This is an optimization exercise on Yosys and OpenROAD, whose aim is small area, a short achievable clock period and few clock cycles per item, not a production implementation. Where RTL was checked, it was by simulation tests only, not by an equivalence proof against the original.

==> inputs of 11-24 <==
==> flow/design.v <==
module sha256_round_ctrl (
   input  logic        clk,
   input  logic        rst_n,
   input  logic        blk_valid,
   output logic        blk_ready,
   output logic        accept,
   output logic        first,
   output logic        pre2,
   output logic        prelast,
   output logic        last,
   output logic        dv1,
   output logic        busy,
   output logic        digest_valid,
   input  logic        digest_ready,
   output logic [31:0] k_nx    
);
   function automatic logic [31:0] k_tab1(input logic [5:0] c);
      case (c)
         6'd0: k_tab1 = 32'h71374491;
         6'd1: k_tab1 = 32'hb5c0fbcf;
         6'd2: k_tab1 = 32'he9b5dba5;
         6'd3: k_tab1 = 32'h3956c25b;
         6'd4: k_tab1 = 32'h59f111f1;
         6'd5: k_tab1 = 32'h923f82a4;
         6'd6: k_tab1 = 32'hab1c5ed5;
         6'd7: k_tab1 = 32'hd807aa98;
         6'd8: k_tab1 = 32'h12835b01;
         6'd9: k_tab1 = 32'h243185be;
         6'd10: k_tab1 = 32'h550c7dc3;
         6'd11: k_tab1 = 32'h72be5d74;
         6'd12: k_tab1 = 32'h80deb1fe;
         6'd13: k_tab1 = 32'h9bdc06a7;
         6'd14: k_tab1 = 32'hc19bf174;
         6'd15: k_tab1 = 32'he49b69c1;
         6'd16: k_tab1 = 32'hefbe4786;
         6'd17: k_tab1 = 32'h0fc19dc6;
         6'd18: k_tab1 = 32'h240ca1cc;
         6'd19: k_tab1 = 32'h2de92c6f;
         6'd20: k_tab1 = 32'h4a7484aa;
         6'd21: k_tab1 = 32'h5cb0a9dc;
         6'd22: k_tab1 = 32'h76f988da;
         6'd23: k_tab1 = 32'h983e5152;
         6'd24: k_tab1 = 32'ha831c66d;
         6'd25: k_tab1 = 32'hb00327c8;
         6'd26: k_tab1 = 32'hbf597fc7;
         6'd27: k_tab1 = 32'hc6e00bf3;
         6'd28: k_tab1 = 32'hd5a79147;
         6'd29: k_tab1 = 32'h06ca6351;
         6'd30: k_tab1 = 32'h14292967;
         6'd31: k_tab1 = 32'h27b70a85;
         6'd32: k_tab1 = 32'h2e1b2138;
         6'd33: k_tab1 = 32'h4d2c6dfc;
         6'd34: k_tab1 = 32'h53380d13;
         6'd35: k_tab1 = 32'h650a7354;
         6'd36: k_tab1 = 32'h766a0abb;
         6'd37: k_tab1 = 32'h81c2c92e;
         6'd38: k_tab1 = 32'h92722c85;
         6'd39: k_tab1 = 32'ha2bfe8a1;
         6'd40: k_tab1 = 32'ha81a664b;
         6'd41: k_tab1 = 32'hc24b8b70;
         6'd42: k_tab1 = 32'hc76c51a3;
         6'd43: k_tab1 = 32'hd192e819;
         6'd44: k_tab1 = 32'hd6990624;
         6'd45: k_tab1 = 32'hf40e3585;
         6'd46: k_tab1 = 32'h106aa070;
         6'd47: k_tab1 = 32'h19a4c116;
         6'd48: k_tab1 = 32'h1e376c08;
         6'd49: k_tab1 = 32'h2748774c;
         6'd50: k_tab1 = 32'h34b0bcb5;
         6'd51: k_tab1 = 32'h391c0cb3;
         6'd52: k_tab1 = 32'h4ed8aa4a;
         6'd53: k_tab1 = 32'h5b9cca4f;
         6'd54: k_tab1 = 32'h682e6ff3;
         6'd55: k_tab1 = 32'h748f82ee;
         6'd56: k_tab1 = 32'h78a5636f;
         6'd57: k_tab1 = 32'h84c87814;
         6'd58: k_tab1 = 32'h8cc70208;
         6'd59: k_tab1 = 32'h90befffa;
         6'd60: k_tab1 = 32'ha4506ceb;
         6'd61: k_tab1 = 32'hbef9a3f7;
         6'd62: k_tab1 = 32'hc67178f2;
         6'd63: k_tab1 = 32'h00000000;
         default: k_tab1 = 32'h0;
      endcase
   endfunction
   logic [5:0] cnt;
   logic       run, dv;
   assign blk_ready    = ~first & ~run & (~dv | digest_ready);
   assign accept       = blk_valid & blk_ready;
   assign busy         = first | run;
   assign digest_valid = dv;
   assign k_nx         = k_tab1(cnt);
   always_ff @(posedge clk or negedge rst_n) begin
      if (!rst_n) begin
         first   <= 1'b0;
         pre2    <= 1'b0;
         dv1     <= 1'b0;
         run     <= 1'b0;
         dv      <= 1'b0;
         prelast <= 1'b0;
         last    <= 1'b0;
         cnt     <= '0;
      end else begin
         first   <= accept;
         pre2    <= run & (cnt == 6'd61);
         prelast <= pre2;
         dv1     <= last;
         last    <= prelast;
         if (accept) begin
            cnt <= '0;
            dv  <= 1'b0;
         end else begin
            cnt <= cnt + 6'd1;
            if (last) dv <= 1'b1;
            else if (digest_ready) dv <= 1'b0;
         end
         if (first) run <= 1'b1;
         else if (last) run <= 1'b0;
      end
   end
endmodule
module sha256_round (
   input  logic [31:0] a_q,
   input  logic [31:0] b_q,
   input  logic [31:0] c_q,
   input  logic [31:0] e_q,
   input  logic [31:0] f_q,
   input  logic [31:0] g_q,
   input  logic [31:0] p_in,
   input  logic [31:0] q_in,
   output logic [31:0] a_nx,
   output logic [31:0] e_nx
);
   logic [31:0] s1, ch, s0, maj;
   logic [31:0] x1, y1, x2, y2, x3, y3, xe, ye;
   assign s1  = {e_q[5:0], e_q[31:6]} ^ {e_q[10:0], e_q[31:11]} ^ {e_q[24:0], e_q[31:25]};
   assign ch  = (e_q & f_q) ^ (~e_q & g_q);
   assign s0  = {a_q[1:0], a_q[31:2]} ^ {a_q[12:0], a_q[31:13]} ^ {a_q[21:0], a_q[31:22]};
   assign maj = (a_q & b_q) ^ (a_q & c_q) ^ (b_q & c_q);
   assign xe = q_in ^ s1 ^ ch;
   assign ye = {(q_in[30:0] & s1[30:0]) | (q_in[30:0] & ch[30:0]) | (s1[30:0] & ch[30:0]), 1'b0};
   assign e_nx = xe + ye;
   assign x1 = p_in ^ ch ^ maj;
   assign y1 = {(p_in[30:0] & ch[30:0]) | (p_in[30:0] & maj[30:0]) | (ch[30:0] & maj[30:0]), 1'b0};
   assign x2 = x1 ^ y1 ^ s1;
   assign y2 = {(x1[30:0] & y1[30:0]) | (x1[30:0] & s1[30:0]) | (y1[30:0] & s1[30:0]), 1'b0};
   assign x3 = x2 ^ y2 ^ s0;
   assign y3 = {(x2[30:0] & y2[30:0]) | (x2[30:0] & s0[30:0]) | (y2[30:0] & s0[30:0]), 1'b0};
   assign a_nx = x3 + y3;
endmodule
module add32_bk (
   input  logic [31:0] x,
   input  logic [31:0] y,
   output logic [31:0] s
);
   logic [31:0] p, gg, pp;
   always_comb begin
      p  = x ^ y;
      gg = x & y;
      pp = p;
      for (int l = 0; l < 5; l++) begin
         for (int i = (2 << l) - 1; i < 32; i += (2 << l)) begin
            gg[i] = gg[i] | (pp[i] & gg[i - (1 << l)]);
            pp[i] = pp[i] & pp[i - (1 << l)];
         end
      end
      for (int l = 3; l >= 0; l--) begin
         for (int i = 3 * (1 << l) - 1; i < 32; i += (2 << l)) begin
            gg[i] = gg[i] | (pp[i] & gg[i - (1 << l)]);
            pp[i] = pp[i] & pp[i - (1 << l)];
         end
      end
      s = p ^ {gg[30:0], 1'b0};
   end
endmodule
module csa32 (
   input  logic [31:0] x,
   input  logic [31:0] y,
   input  logic [31:0] z,
   output logic [31:0] s,
   output logic [31:0] c
);
   assign s = x ^ y ^ z;
   assign c = {(x[30:0] & y[30:0]) | (x[30:0] & z[30:0]) | (y[30:0] & z[30:0]), 1'b0};
endmodule
module sha256_core (
   input  logic         clk,
   input  logic         rst_n,
   input  logic         blk_valid,
   output logic         blk_ready,
   input  logic [511:0] blk_data,
   input  logic [255:0] hash_in,
   output logic         busy,
   output logic         digest_valid,
   input  logic         digest_ready,
   output logic [255:0] digest_out
);
   localparam logic [31:0] K0 = 32'h428a2f98;
   function automatic logic [31:0] ror(input logic [31:0] x, input int n);
      ror = (x >> n) | (x << (32 - n));
   endfunction
   function automatic logic [31:0] sig0(input logic [31:0] x);
      sig0 = ror(x, 7) ^ ror(x, 18) ^ (x >> 3);
   endfunction
   function automatic logic [31:0] sig1(input logic [31:0] x);
      sig1 = ror(x, 17) ^ ror(x, 19) ^ (x >> 10);
   endfunction
   logic        accept, first, pre2, prelast, last, dv1, fin, kfin;
   logic [31:0] k_nx;
   sha256_round_ctrl u_ctrl (
      .clk(clk), .rst_n(rst_n),
      .blk_valid(blk_valid), .blk_ready(blk_ready),
      .accept(accept), .first(first), .pre2(pre2), .prelast(prelast),
      .last(last), .dv1(dv1),
      .busy(busy), .digest_valid(digest_valid), .digest_ready(digest_ready),
      .k_nx(k_nx)
   );
   assign fin  = pre2 | prelast | last;
   assign kfin = prelast | last;
   logic [31:0] a_q, b_q, c_q, e_q, f_q, g_q, p_q, q_q, kw_q;
   logic [31:0] chain [8];
   logic [31:0] w [16];
   logic [31:0] a_nx, e_nx;
   sha256_round u_round (
      .a_q(a_q), .b_q(b_q), .c_q(c_q), .e_q(e_q), .f_q(f_q), .g_q(g_q),
      .p_in(p_q), .q_in(q_q), .a_nx(a_nx), .e_nx(e_nx)
   );
   logic [31:0] ws0, wc0, ws1, wc1, wx, wy, w_new;
   csa32 u_wc0 (.x(sig1(w[14])), .y(w[9]), .z(w[0]), .s(ws0), .c(wc0));
   csa32 u_wc1 (.x(ws0), .y(wc0), .z(sig0(w[1])), .s(ws1), .c(wc1));
   assign wx    = fin ? a_q : ws1;
   assign wy    = fin ? (last ? chain[1] : (prelast ? chain[2] : chain[3])) : wc1;
   assign w_new = wx + wy;
   logic [31:0] kx, ky, k_sum, kw_nx;
   assign kx    = kfin ? e_q : k_nx;
   assign ky    = kfin ? (last ? chain[5] : chain[6]) : w[1];
   assign k_sum = kx + ky;
   assign kw_nx = prelast ? chain[7] : k_sum;
   logic [31:0] p_x, q_y, ps0, pc0, qs0, qc0, qs1, qc1, p_nx, q_nx;
   assign p_x = first ? K0 : (prelast ? chain[0] : 32'h0);
   assign q_y = first ? K0 : (prelast ? chain[4] : 32'h0);
   csa32 u_pc0 (.x(g_q), .y(kw_q), .z(p_x), .s(ps0), .c(pc0));
   assign p_nx = ps0 + pc0;
   csa32 u_qc0 (.x(c_q), .y(g_q), .z(kw_q), .s(qs0), .c(qc0));
   csa32 u_qc1 (.x(qs0), .y(qc0), .z(q_y), .s(qs1), .c(qc1));
   assign q_nx = qs1 + qc1;
   always_ff @(posedge clk) begin
      if (first) begin
         {a_q, b_q, c_q} <= {chain[0], chain[1], chain[2]};
         {e_q, f_q, g_q} <= {chain[4], chain[5], chain[6]};
      end else begin
         a_q <= a_nx;
         b_q <= a_q;
         e_q <= e_nx;
         f_q <= e_q;
         if (accept) begin
            c_q <= hash_in[159:128];
            g_q <= hash_in[31:0];
         end else begin
            c_q <= b_q;
            g_q <= f_q;
         end
      end
      p_q <= p_nx;
      q_q <= q_nx;
   end
   always_ff @(posedge clk) begin
      if (accept) kw_q <= blk_data[511:480];
      else        kw_q <= kw_nx;
   end
   always_ff @(posedge clk) begin
      if (accept) begin
         for (int i = 0; i < 16; i++) w[i] <= blk_data[(15 - i) * 32 +: 32];
      end else begin
         for (int i = 0; i < 15; i++) w[i] <= w[i + 1];
         w[15] <= w_new;
      end
   end
   always_ff @(posedge clk) begin
      if (accept) begin
         for (int i = 0; i < 8; i++) chain[i] <= hash_in[(7 - i) * 32 +: 32];
      end else if (pre2) begin
         chain[3] <= w_new;
      end else if (prelast) begin
         chain[2] <= w_new;
         chain[6] <= k_sum;
      end else if (last) begin
         chain[1] <= w_new;
         chain[5] <= k_sum;
         chain[7] <= p_nx;
      end else if (dv1) begin
         chain[0] <= a_q;
         chain[4] <= e_q;
      end
   end
   assign digest_out = {dv1 ? a_q : chain[0], chain[1], chain[2], chain[3],
                        dv1 ? e_q : chain[4], chain[5], chain[6], chain[7]};
endmodule
==> flow/flow/run.sh <==
#!/bin/bash
set -euo pipefail
export BUFFER_PORTS_ARGS="-buffer_cell sky130_fd_sc_hd__buf_1"
bash standard.sh > standard_flow.log 2>&1
==> flow/standard.sh <==
#!/bin/bash
# synth_recipe.tcl (not shown) runs the flow's synth.tcl, then flattens the netlist and writes it again
# the make line also repeats each setting of config.mk as NAME=value (left out here)
make -C /OpenROAD-flow-scripts/flow DESIGN_CONFIG=/design/flow/config.mk WORK_HOME=/design/flow/orfs CLKGATE_MAP_FILE= SYNTH_SCRIPT=/design/flow/synth_recipe.tcl "${@:-finish}"
==> flow/config.mk <==
export PLATFORM = sky130hd
export DESIGN_NAME = sha256_core
export DESIGN_NICKNAME = sha256_core
export VERILOG_FILES = /design/flow/design.v
export SDC_FILE = /design/flow/constraint.sdc
export NUM_CORES = 4
export LEC_CHECK = 0
export CAP_MARGIN = 20
export CORE_MARGIN = 2
export CORE_UTILIZATION = 40
export CTS_BUF_LIST = sky130_fd_sc_hd__clkbuf_4 sky130_fd_sc_hd__clkbuf_8
export SETUP_SLACK_MARGIN = 5
export SLEW_MARGIN = 20
==> flow/constraint.sdc <==
create_clock -name core_clock -period 10.0 [get_ports {clk}]
set_input_delay 2.0000 -clock core_clock [delete_from_list [all_inputs] [get_ports {clk}]]
set_output_delay 2.0000 -clock core_clock [all_outputs]
set_load 0.01 [all_outputs]
==> 05-21: changes against 11-24 <==
--- a/flow/design.v
+++ b/flow/design.v
@@ -83,13 +83,16 @@
          default: k_tab1 = 32'h0;
       endcase
    endfunction
-   logic [5:0] cnt;
+   logic [5:0] cnt, cnt_nx;
    logic       run, dv;
    assign blk_ready    = ~first & ~run & (~dv | digest_ready);
    assign accept       = blk_valid & blk_ready;
    assign busy         = first | run;
    assign digest_valid = dv;
-   assign k_nx         = k_tab1(cnt);
+   assign cnt_nx       = accept ? 6'd0 : cnt + 6'd1;
+   always_ff @(posedge clk) begin
+      k_nx <= k_tab1(cnt_nx);
+   end
    always_ff @(posedge clk or negedge rst_n) begin
       if (!rst_n) begin
          first   <= 1'b0;
@@ -106,11 +109,10 @@
          prelast <= pre2;
          dv1     <= last;
          last    <= prelast;
+         cnt     <= cnt_nx;
          if (accept) begin
-            cnt <= '0;
             dv  <= 1'b0;
          end else begin
-            cnt <= cnt + 6'd1;
             if (last) dv <= 1'b1;
             else if (digest_ready) dv <= 1'b0;
          end
==> flow/flow/run.sh (replaced) <==
#!/bin/bash
set -euo pipefail
export BUFFER_PORTS_ARGS="-buffer_cell sky130_fd_sc_hd__buf_1"
bash standard.sh SETUP_SLACK_MARGIN=5.4 finish > standard_flow.log 2>&1
Settings changed: SETUP_SLACK_MARGIN 5 to default.
==> 01-12: changes against 11-24 <==
--- a/flow/design.v
+++ b/flow/design.v
@@ -5,10 +5,8 @@
    output logic        blk_ready,
    output logic        accept,
    output logic        first,
-   output logic        pre2,
    output logic        prelast,
    output logic        last,
-   output logic        dv1,
    output logic        busy,
    output logic        digest_valid,
    input  logic        digest_ready,
@@ -93,8 +91,6 @@
    always_ff @(posedge clk or negedge rst_n) begin
       if (!rst_n) begin
          first   <= 1'b0;
-         pre2    <= 1'b0;
-         dv1     <= 1'b0;
          run     <= 1'b0;
          dv      <= 1'b0;
          prelast <= 1'b0;
@@ -102,9 +98,7 @@
          cnt     <= '0;
       end else begin
          first   <= accept;
-         pre2    <= run & (cnt == 6'd61);
-         prelast <= pre2;
-         dv1     <= last;
+         prelast <= run & (cnt == 6'd62);
          last    <= prelast;
          if (accept) begin
             cnt <= '0;
@@ -205,18 +199,16 @@
    function automatic logic [31:0] sig1(input logic [31:0] x);
       sig1 = ror(x, 17) ^ ror(x, 19) ^ (x >> 10);
    endfunction
-   logic        accept, first, pre2, prelast, last, dv1, fin, kfin;
+   logic        accept, first, prelast, last, fin;
    logic [31:0] k_nx;
    sha256_round_ctrl u_ctrl (
       .clk(clk), .rst_n(rst_n),
       .blk_valid(blk_valid), .blk_ready(blk_ready),
-      .accept(accept), .first(first), .pre2(pre2), .prelast(prelast),
-      .last(last), .dv1(dv1),
+      .accept(accept), .first(first), .prelast(prelast), .last(last),
       .busy(busy), .digest_valid(digest_valid), .digest_ready(digest_ready),
       .k_nx(k_nx)
    );
-   assign fin  = pre2 | prelast | last;
-   assign kfin = prelast | last;
+   assign fin = prelast | last;
    logic [31:0] a_q, b_q, c_q, e_q, f_q, g_q, p_q, q_q, kw_q;
    logic [31:0] chain [8];
    logic [31:0] w [16];
@@ -229,19 +221,24 @@
    csa32 u_wc0 (.x(sig1(w[14])), .y(w[9]), .z(w[0]), .s(ws0), .c(wc0));
    csa32 u_wc1 (.x(ws0), .y(wc0), .z(sig0(w[1])), .s(ws1), .c(wc1));
    assign wx    = fin ? a_q : ws1;
-   assign wy    = fin ? (last ? chain[1] : (prelast ? chain[2] : chain[3])) : wc1;
+   assign wy    = fin ? (last ? chain[1] : chain[2]) : wc1;
    assign w_new = wx + wy;
    logic [31:0] kx, ky, k_sum, kw_nx;
-   assign kx    = kfin ? e_q : k_nx;
-   assign ky    = kfin ? (last ? chain[5] : chain[6]) : w[1];
+   assign kx    = fin ? e_q : k_nx;
+   assign ky    = fin ? (last ? chain[5] : chain[6]) : w[1];
    assign k_sum = kx + ky;
    assign kw_nx = prelast ? chain[7] : k_sum;
-   logic [31:0] p_x, q_y, ps0, pc0, qs0, qc0, qs1, qc1, p_nx, q_nx;
-   assign p_x = first ? K0 : (prelast ? chain[0] : 32'h0);
-   assign q_y = first ? K0 : (prelast ? chain[4] : 32'h0);
-   csa32 u_pc0 (.x(g_q), .y(kw_q), .z(p_x), .s(ps0), .c(pc0));
+   logic [31:0] p_g, p_x, q_c, q_g, q_kw, q_y;
+   logic [31:0] ps0, pc0, qs0, qc0, qs1, qc1, p_nx, q_nx;
+   assign p_g  = first ? chain[7] : g_q;
+   assign p_x  = first ? K0 : (prelast ? chain[0] : 32'h0);
+   assign q_c  = first ? chain[3] : c_q;
+   assign q_g  = first ? chain[7] : (last ? 32'h0 : g_q);
+   assign q_kw = last ? 32'h0 : kw_q;
+   assign q_y  = first ? K0 : (prelast ? chain[4] : (last ? chain[3] : 32'h0));
+   csa32 u_pc0 (.x(p_g), .y(kw_q), .z(p_x), .s(ps0), .c(pc0));
    assign p_nx = ps0 + pc0;
-   csa32 u_qc0 (.x(c_q), .y(g_q), .z(kw_q), .s(qs0), .c(qc0));
+   csa32 u_qc0 (.x(q_c), .y(q_g), .z(q_kw), .s(qs0), .c(qc0));
    csa32 u_qc1 (.x(qs0), .y(qc0), .z(q_y), .s(qs1), .c(qc1));
    assign q_nx = qs1 + qc1;
    always_ff @(posedge clk) begin
@@ -251,15 +248,10 @@
       end else begin
          a_q <= a_nx;
          b_q <= a_q;
+         c_q <= b_q;
          e_q <= e_nx;
          f_q <= e_q;
-         if (accept) begin
-            c_q <= hash_in[159:128];
-            g_q <= hash_in[31:0];
-         end else begin
-            c_q <= b_q;
-            g_q <= f_q;
-         end
+         g_q <= f_q;
       end
       p_q <= p_nx;
       q_q <= q_nx;
@@ -279,20 +271,18 @@
    always_ff @(posedge clk) begin
       if (accept) begin
          for (int i = 0; i < 8; i++) chain[i] <= hash_in[(7 - i) * 32 +: 32];
-      end else if (pre2) begin
-         chain[3] <= w_new;
       end else if (prelast) begin
          chain[2] <= w_new;
          chain[6] <= k_sum;
       end else if (last) begin
+         chain[0] <= a_nx;
          chain[1] <= w_new;
+         chain[3] <= q_nx;
+         chain[4] <= e_nx;
          chain[5] <= k_sum;
          chain[7] <= p_nx;
-      end else if (dv1) begin
-         chain[0] <= a_q;
-         chain[4] <= e_q;
-      end
-   end
-   assign digest_out = {dv1 ? a_q : chain[0], chain[1], chain[2], chain[3],
-                        dv1 ? e_q : chain[4], chain[5], chain[6], chain[7]};
-endmodule
+      end
+   end
+   assign digest_out = {chain[0], chain[1], chain[2], chain[3],
+                        chain[4], chain[5], chain[6], chain[7]};
+endmodule
Settings changed: CORE_UTILIZATION 40 to 50, CTS_BUF_LIST sky130_fd_sc_hd__clkbuf_4 sky130_fd_sc_hd__clkbuf_8 to default.
==> notes <==
05-21 produced a clean layout. 01-12 ran to the end with no violations. 11-24 finished but fails on max-capacitance violations, max-slew violations. Of 01-12 and 11-24, 11-24 has the higher final cell count (gap about 6%, measured against 11-24). In 05-21 the fmax is higher than in 01-12, by 2.2%. Via count: 05-21 > 11-24 > 01-12. The highest worst setup slack belongs to 11-24, the lowest to 01-12. Final area, lowest first: 01-12, 11-24, 05-21. Of 11-24 and 01-12, 01-12 has the higher first-iteration DRC count (gap about 14%, measured against 01-12). Sequential share of layout area: 01-12 is higher than 11-24 (0.48 points).
Testbench counts of 01-12, summed over its fixed seeds: cycles 16,904, blocks 256.
No functional check of the RTL was part of 11-24 and 05-21.

[what the ideal ports hide]
How much do the figures lean on ideal ports? The routed layouts below were timed once more, with nothing changed but the port constraints.
Step 1 assumes that a clkbuf_16 drives the clock port and a buf_2 every other input.
Step 2 moves the port delays by t, midway between the first and last clock arrival at a register: inputs arrive t later, outputs are due t later. That takes back most of the time a late clock gives input paths.
a / b / c = no drivers / after step 1 / after step 2; a / b = the first two.
run | t (ns) | setup WS [ns] | worst setup path after step 2 | pins driven straight from the clock port
11-24 | 1.058 | 4.947 / 4.947 / 4.427 | input to register | 1
05-21 | 1.028 | 4.942 / 4.942 / 4.397 | input to register | 1
01-12 | 0.846 | 4.831 / 4.831 / 4.400 | input to register | 1
The setup slack of 05-21, which loses most, moves by 0.000 ns with the drivers and by -0.545 ns with both steps.
